Background: an optimization exercise with open tools, aiming at small area. Do not read the settings as production practice. RTL that was checked went through simulation tests only; none was proved equivalent to the original.

==> job 5332 <==
// prbs_link_top
module prbs_link_top #(
   parameter int WORD_W     = prbs_link_pkg::DEF_WORD_W,
   parameter int NUM_LANES  = prbs_link_pkg::DEF_NUM_LANES,
   parameter int LOCK_WORDS = prbs_link_pkg::DEF_LOCK_WORDS
) (
   input  logic                                       clk_i,
   input  logic                                       rst_i,
   input  logic [NUM_LANES-1:0][WORD_W-1:0]           rx_words_i,
   input  logic [prbs_link_pkg::sel_w(NUM_LANES)-1:0] chan_sel_i,
   input  logic [prbs_link_pkg::INIT_W-1:0]           err_init_i,
   output logic [WORD_W-1:0]                          tx_word_o,
   output logic [prbs_link_pkg::TOT_W-1:0]            status_o,
   output logic                                       err_flag_o,
   output logic [NUM_LANES-1:0]                       aligned_o
);
export LEC_CHECK = 0
export CAP_MARGIN = 10
export CORE_MARGIN = 2
export CORE_UTILIZATION = 60
export SLEW_MARGIN = 10
export SYNTH_HIERARCHICAL = 1
create_clock -name core_clock -period 12.0 [get_ports {clk_i}]
standard.sh (not shown) runs the stock make flow with config.mk's settings and CLKGATE_MAP_FILE= SYNTH_SCRIPT=/design/flow/synth_recipe.tcl, a recipe that flattens the netlist after the stock synthesis.
==> flow/flow/run.sh <==
#!/bin/bash
set -o pipefail
export BUFFER_PORTS_ARGS="-buffer_cell sky130_fd_sc_hd__buf_1"
export CTS_ARGS="-sink_clustering_enable -repair_clock_nets -dont_use_dummy_load -buf_list sky130_fd_sc_hd__clkbuf_8 -sink_clustering_size 16 -sink_clustering_max_diameter 50"
bash standard.sh > standard.log 2>&1
==> job 3139: changes against job 5332 <==
--- a/flow/design.v
+++ b/flow/design.v
@@ -70,16 +70,22 @@
 endmodule
 module prbs_xor2 (
    input  logic a,
    input  logic b,
    output logic y
 );
    assign y = a ^ b;
 endmodule
+module prbs_or7 (
+   input  logic [6:0] a_i,
+   output logic       y_o
+);
+   assign y_o = |a_i;
+endmodule
 module prbs_nor2 (
    input  logic a,
    input  logic b,
    output logic y
 );
    assign y = ~(a | b);
 endmodule
 module prbs_sel8 (
@@ -90,41 +96,62 @@
    assign y_o = |(d_i & oh_i);
 endmodule
 module lane_checker #(
    parameter int WORD_W = prbs_link_pkg::DEF_WORD_W
 ) (
    input  logic                           clk_i,
    input  logic                           rst_i,
    input  logic                           vld_i,
+   input  logic                           go_i,
    input  logic [WORD_W-1:0]              rx_word_i,
    output logic                           aligned_o,
    output logic                           word_err_o,
    output logic [prbs_link_pkg::TOT_W-1:0] total_errors_o
 );
    logic [PRBS_ORDER-1:0] prev_q;
    logic [WORD_W+PRBS_ORDER-1:0] hist;
    logic [WORD_W-1:0]     err_bits;
    logic [5:0]            cnt;
    logic                  raw_nz;
-   logic                  clean;
-   logic [2:0]            run_q;
-   logic [2:0]            run_d;
+   typedef enum logic [2:0] {
+      ST_R0 = 3'b000,
+      ST_R1 = 3'b001,
+      ST_R2 = 3'b011,
+      ST_R3 = 3'b010,
+      ST_R4 = 3'b110,
+      ST_L4 = 3'b111,
+      ST_L0 = 3'b101
+   } lock_st_t;
+   lock_st_t              st_q;
+   lock_st_t              st_d;
    logic                  lock;
+   logic                  lock_prev;
    logic [TOT_W-1:0]      tot_q;
    logic [TOT_W-1:0]      tot_d;
    logic [5:0]            add_lo;
    logic                  add_ci;
    logic [TOT_W:0]        carry;
    logic [TOT_W-1:0]      sum;
    assign hist = {rx_word_i, prev_q};
-   for (genvar n = 0; n < WORD_W; n++)
+   for (genvar n = 0; n < WORD_W - 1; n++)
    begin : g_err
       assign err_bits[n] = hist[PRBS_ORDER+n] ^ hist[n] ^ hist[n+1];
    end
+   logic exp_last;
+   prbs_xor2 u_exp_last (
+      .a (hist[WORD_W-1]),
+      .b (hist[WORD_W]),
+      .y (exp_last)
+   );
+   prbs_xor2 u_err_last (
+      .a (hist[PRBS_ORDER+WORD_W-1]),
+      .b (exp_last),
+      .y (err_bits[WORD_W-1])
+   );
    logic s0, c0;
    prbs_fa u_fa0 (.a(err_bits[0]), .b(err_bits[1]), .c(err_bits[2]), .s(s0), .co(c0));
    logic s1, c1;
    prbs_fa u_fa1 (.a(err_bits[3]), .b(err_bits[4]), .c(err_bits[5]), .s(s1), .co(c1));
    logic s2, c2;
    prbs_fa u_fa2 (.a(err_bits[6]), .b(err_bits[7]), .c(err_bits[8]), .s(s2), .co(c2));
    logic s3, c3;
    prbs_fa u_fa3 (.a(err_bits[9]), .b(err_bits[10]), .c(err_bits[11]), .s(s3), .co(c3));
@@ -235,77 +262,97 @@
    logic s56, c56;
    prbs_fa u_fa56 (.a(c53), .b(c54), .c(c55), .s(s56), .co(c56));
    assign cnt[0] = s30;
    assign cnt[1] = s45;
    assign cnt[2] = s52;
    assign cnt[3] = s55;
    assign cnt[4] = s56;
    assign cnt[5] = c56;
-   assign raw_nz = (cnt != '0) | err_bits[WORD_W-1];
-   assign clean  = vld_i & ~raw_nz;
-   assign lock = run_q[2];
+   prbs_or7 u_nz (
+      .a_i ({err_bits[WORD_W-1], cnt}),
+      .y_o (raw_nz)
+   );
+   assign lock      = st_q[2] & st_q[1];
+   assign lock_prev = st_q[2] & st_q[0];
    always_comb
    begin
-      run_d = '0;
-      if (!rst_i && clean)
+      st_d = ST_R0;
+      if (go_i)
       begin
-         run_d = lock ? 3'd4 : run_q + 3'd1;
+         if (raw_nz)
+         begin
+            st_d = lock ? ST_L0 : ST_R0;
+         end
+         else
+         begin
+            case (st_q)
+               ST_R0:   st_d = ST_R1;
+               ST_R1:   st_d = ST_R2;
+               ST_R2:   st_d = ST_R3;
+               ST_R3:   st_d = ST_R4;
+               ST_R4:   st_d = ST_L4;
+               ST_L4:   st_d = ST_L4;
+               ST_L0:   st_d = ST_R1;
+               default: st_d = ST_R0;
+            endcase
+         end
       end
    end
    assign add_lo = lock ? cnt : '0;
    assign add_ci = lock & err_bits[WORD_W-1];
    assign carry[0] = add_ci;
    for (genvar i = 0; i < TOT_W; i++)
    begin : g_add
+      logic sum_n;
       if (i < 6)
       begin : g_fa
-         assign sum[i]     = tot_q[i] ^ add_lo[i] ^ carry[i];
-         assign carry[i+1] = (tot_q[i] & add_lo[i]) | (tot_q[i] & carry[i]) |
-                             (add_lo[i] & carry[i]);
+         prbs_fa u_fa (.a(tot_q[i]), .b(add_lo[i]), .c(carry[i]), .s(sum[i]), .co(carry[i+1]));
       end
       else
       begin : g_ha
-         assign sum[i]     = tot_q[i] ^ carry[i];
-         assign carry[i+1] = tot_q[i] & carry[i];
+         prbs_ha u_ha (.a(tot_q[i]), .b(carry[i]), .s(sum[i]), .co(carry[i+1]));
       end
+      prbs_nor2 u_sat (.a(sum[i]), .b(carry[TOT_W]), .y(sum_n));
+      prbs_nor2 u_clr (.a(sum_n), .b(rst_i), .y(tot_d[i]));
    end
-   assign tot_d = ~{TOT_W{rst_i}} & (sum | {TOT_W{carry[TOT_W]}});
    always_ff @(posedge clk_i)
    begin
       prev_q <= rx_word_i[WORD_W-1 -: PRBS_ORDER];
-      run_q  <= run_d;
+      st_q   <= st_d;
       tot_q  <= tot_d;
    end
-   assign aligned_o      = lock;
-   assign word_err_o     = vld_i & raw_nz;
+   assign aligned_o      = lock_prev;
+   assign word_err_o     = raw_nz;
    assign total_errors_o = tot_q;
 endmodule
 `timescale 1ns/1ps
 import prbs_link_pkg::*;
 module error_readout #(
    parameter int NUM_LANES = prbs_link_pkg::DEF_NUM_LANES
 ) (
    input  logic                                       clk_i,
    input  logic                                       rst_i,
+   input  logic                                       vld_i,
    input  logic [NUM_LANES-1:0]                       lane_aligned_i,
    input  logic [NUM_LANES-1:0]                       lane_err_i,
    input  logic [NUM_LANES-1:0][prbs_link_pkg::TOT_W-1:0] lane_total_i,
    input  logic [prbs_link_pkg::sel_w(NUM_LANES)-1:0] chan_sel_i,
    input  logic [prbs_link_pkg::INIT_W-1:0]           err_init_i,
    output logic [prbs_link_pkg::TOT_W-1:0]            status_o,
    output logic                                       err_flag_o,
    output logic [NUM_LANES-1:0]                       aligned_o
 );
    logic [7:0]       sel_oh;
    logic [TOT_W-1:0] sel_total;
    logic [TOT_W:0]   carry;
    logic [TOT_W-1:0] sum;
    logic [TOT_W-1:0] sum_n;
    logic [TOT_W-1:0] status_d;
+   assign aligned_o = lane_aligned_i;
    logic             err_any_q;
    for (genvar k = 0; k < 8; k++)
    begin : g_oh
       assign sel_oh[k] = (k < NUM_LANES) && (int'(chan_sel_i) == k);
    end
    for (genvar i = 0; i < TOT_W; i++)
    begin : g_sel
       logic [7:0] col;
@@ -341,24 +388,22 @@
    begin
       status_o <= status_d;
    end
    always_ff @(posedge clk_i)
    begin
       if (rst_i)
       begin
          err_flag_o <= 1'b0;
-         aligned_o  <= '0;
          err_any_q  <= 1'b0;
       end
       else
       begin
          err_flag_o <= err_any_q;
-         aligned_o  <= lane_aligned_i;
-         err_any_q  <= |lane_err_i;
+         err_any_q  <= vld_i & (|lane_err_i);
       end
    end
 endmodule
 `timescale 1ns/1ps
 import prbs_link_pkg::*;
 module prbs_link_top #(
    parameter int WORD_W     = prbs_link_pkg::DEF_WORD_W,
    parameter int NUM_LANES  = prbs_link_pkg::DEF_NUM_LANES,
@@ -370,50 +415,54 @@
    input  logic [prbs_link_pkg::sel_w(NUM_LANES)-1:0] chan_sel_i,
    input  logic [prbs_link_pkg::INIT_W-1:0]           err_init_i,
    output logic [WORD_W-1:0]                          tx_word_o,
    output logic [prbs_link_pkg::TOT_W-1:0]            status_o,
    output logic                                       err_flag_o,
    output logic [NUM_LANES-1:0]                       aligned_o
 );
    logic                              vld_q;
+   logic                              go;
    logic [NUM_LANES-1:0]              lane_aligned;
    logic [NUM_LANES-1:0]              lane_err;
    logic [NUM_LANES-1:0][TOT_W-1:0]   lane_total;
    always_ff @(posedge clk_i)
    begin
       vld_q <= ~rst_i;
    end
+   assign go = vld_q & ~rst_i;
    prbs7_gen #(
       .WORD_W (WORD_W)
    ) u_gen (
       .clk_i  (clk_i),
       .rst_i  (rst_i),
       .vld_i  (vld_q),
       .word_o (tx_word_o)
    );
    for (genvar k = 0; k < NUM_LANES; k++)
    begin : g_lane
       lane_checker #(
          .WORD_W (WORD_W)
       ) u_chk (
          .clk_i          (clk_i),
          .rst_i          (rst_i),
          .vld_i          (vld_q),
+         .go_i           (go),
          .rx_word_i      (rx_words_i[k]),
          .aligned_o      (lane_aligned[k]),
          .word_err_o     (lane_err[k]),
          .total_errors_o (lane_total[k])
       );
    end
    error_readout #(
       .NUM_LANES (NUM_LANES)
    ) u_readout (
       .clk_i          (clk_i),
       .rst_i          (rst_i),
+      .vld_i          (vld_q),
       .lane_aligned_i (lane_aligned),
       .lane_err_i     (lane_err),
       .lane_total_i   (lane_total),
       .chan_sel_i     (chan_sel_i),
       .err_init_i     (err_init_i),
       .status_o       (status_o),
       .err_flag_o     (err_flag_o),
       .aligned_o      (aligned_o)
- CORE_UTILIZATION: 60 -> 75
- GPL_TIMING_DRIVEN: not set -> 0
==> impl_results.md <==
- Outcome: complete, no violations
- Hold_ws: 0.4651 ns
- R2R depth: 34
- Layout clock area frac: 0.01091
- Final Cycle Share: 0.9678
- Area growth, synth to finish: 11.44%
- Vias in the first global route: 24988
- Initial DRC count: 1547
- Setup slack after layout: 0.3858 ns
- Tot GR Track Use: 0.3522
- Max FO, Critical Path: 24
- DR WL met3: 3534 um
- Core area: 0.04185 mm^2
- HPWL after detailed placement: 67260 um
That was job 3139.
==> impl_results.md <==
- Tot GR Track Use: 0.2942
- Vias in the first global route: 23924
- DR WL met3: 4879 um
- Final Cycle Share: 0.9540
- Outcome: complete, no violations
- Max FO, Critical Path: 23
- Setup slack after layout: 0.5515 ns
- Initial DRC count: 1009
- R2R depth: 35
- Core area: 0.05276 mm^2
- Layout clock area frac: 0.01365
- Area growth, synth to finish: 13.18%
That was job 5332.
Only the layout flow was run in job 5332; the RTL was not checked for function there.

-- static timing again, ports no longer ideal --
In the flow no input, the clock included, has a driving cell. The finished layouts below were timed again as built, in two steps.
Step 1, drivers: a clkbuf_16 drives clk_i and a buf_2 each remaining input, both assumed.
Step 2, shift: input delay + t, output delay - t, t = (earliest + latest rising clock arrival at the registers) / 2. This alone moves slack from input paths to output paths.
Slacks: no drivers / after step 1 / after step 2; pairs: no drivers / after step 1.
| run | shift t [ns] | slack for setup (ns) | pins driven straight from the clock port |
|---|---|---|---|
| job 5332 | 0.621 | 0.551 / 0.577 / -0.044 | 1 |
| job 3139 | 0.645 | 0.386 / 0.406 / -0.240 | 1 |
Met with ideal ports but missed after step 2: setup timing in job 5332 and job 3139. For job 3139, which loses most, drivers alone change the setup slack by +0.020 ns; drivers and shift together by -0.626 ns.
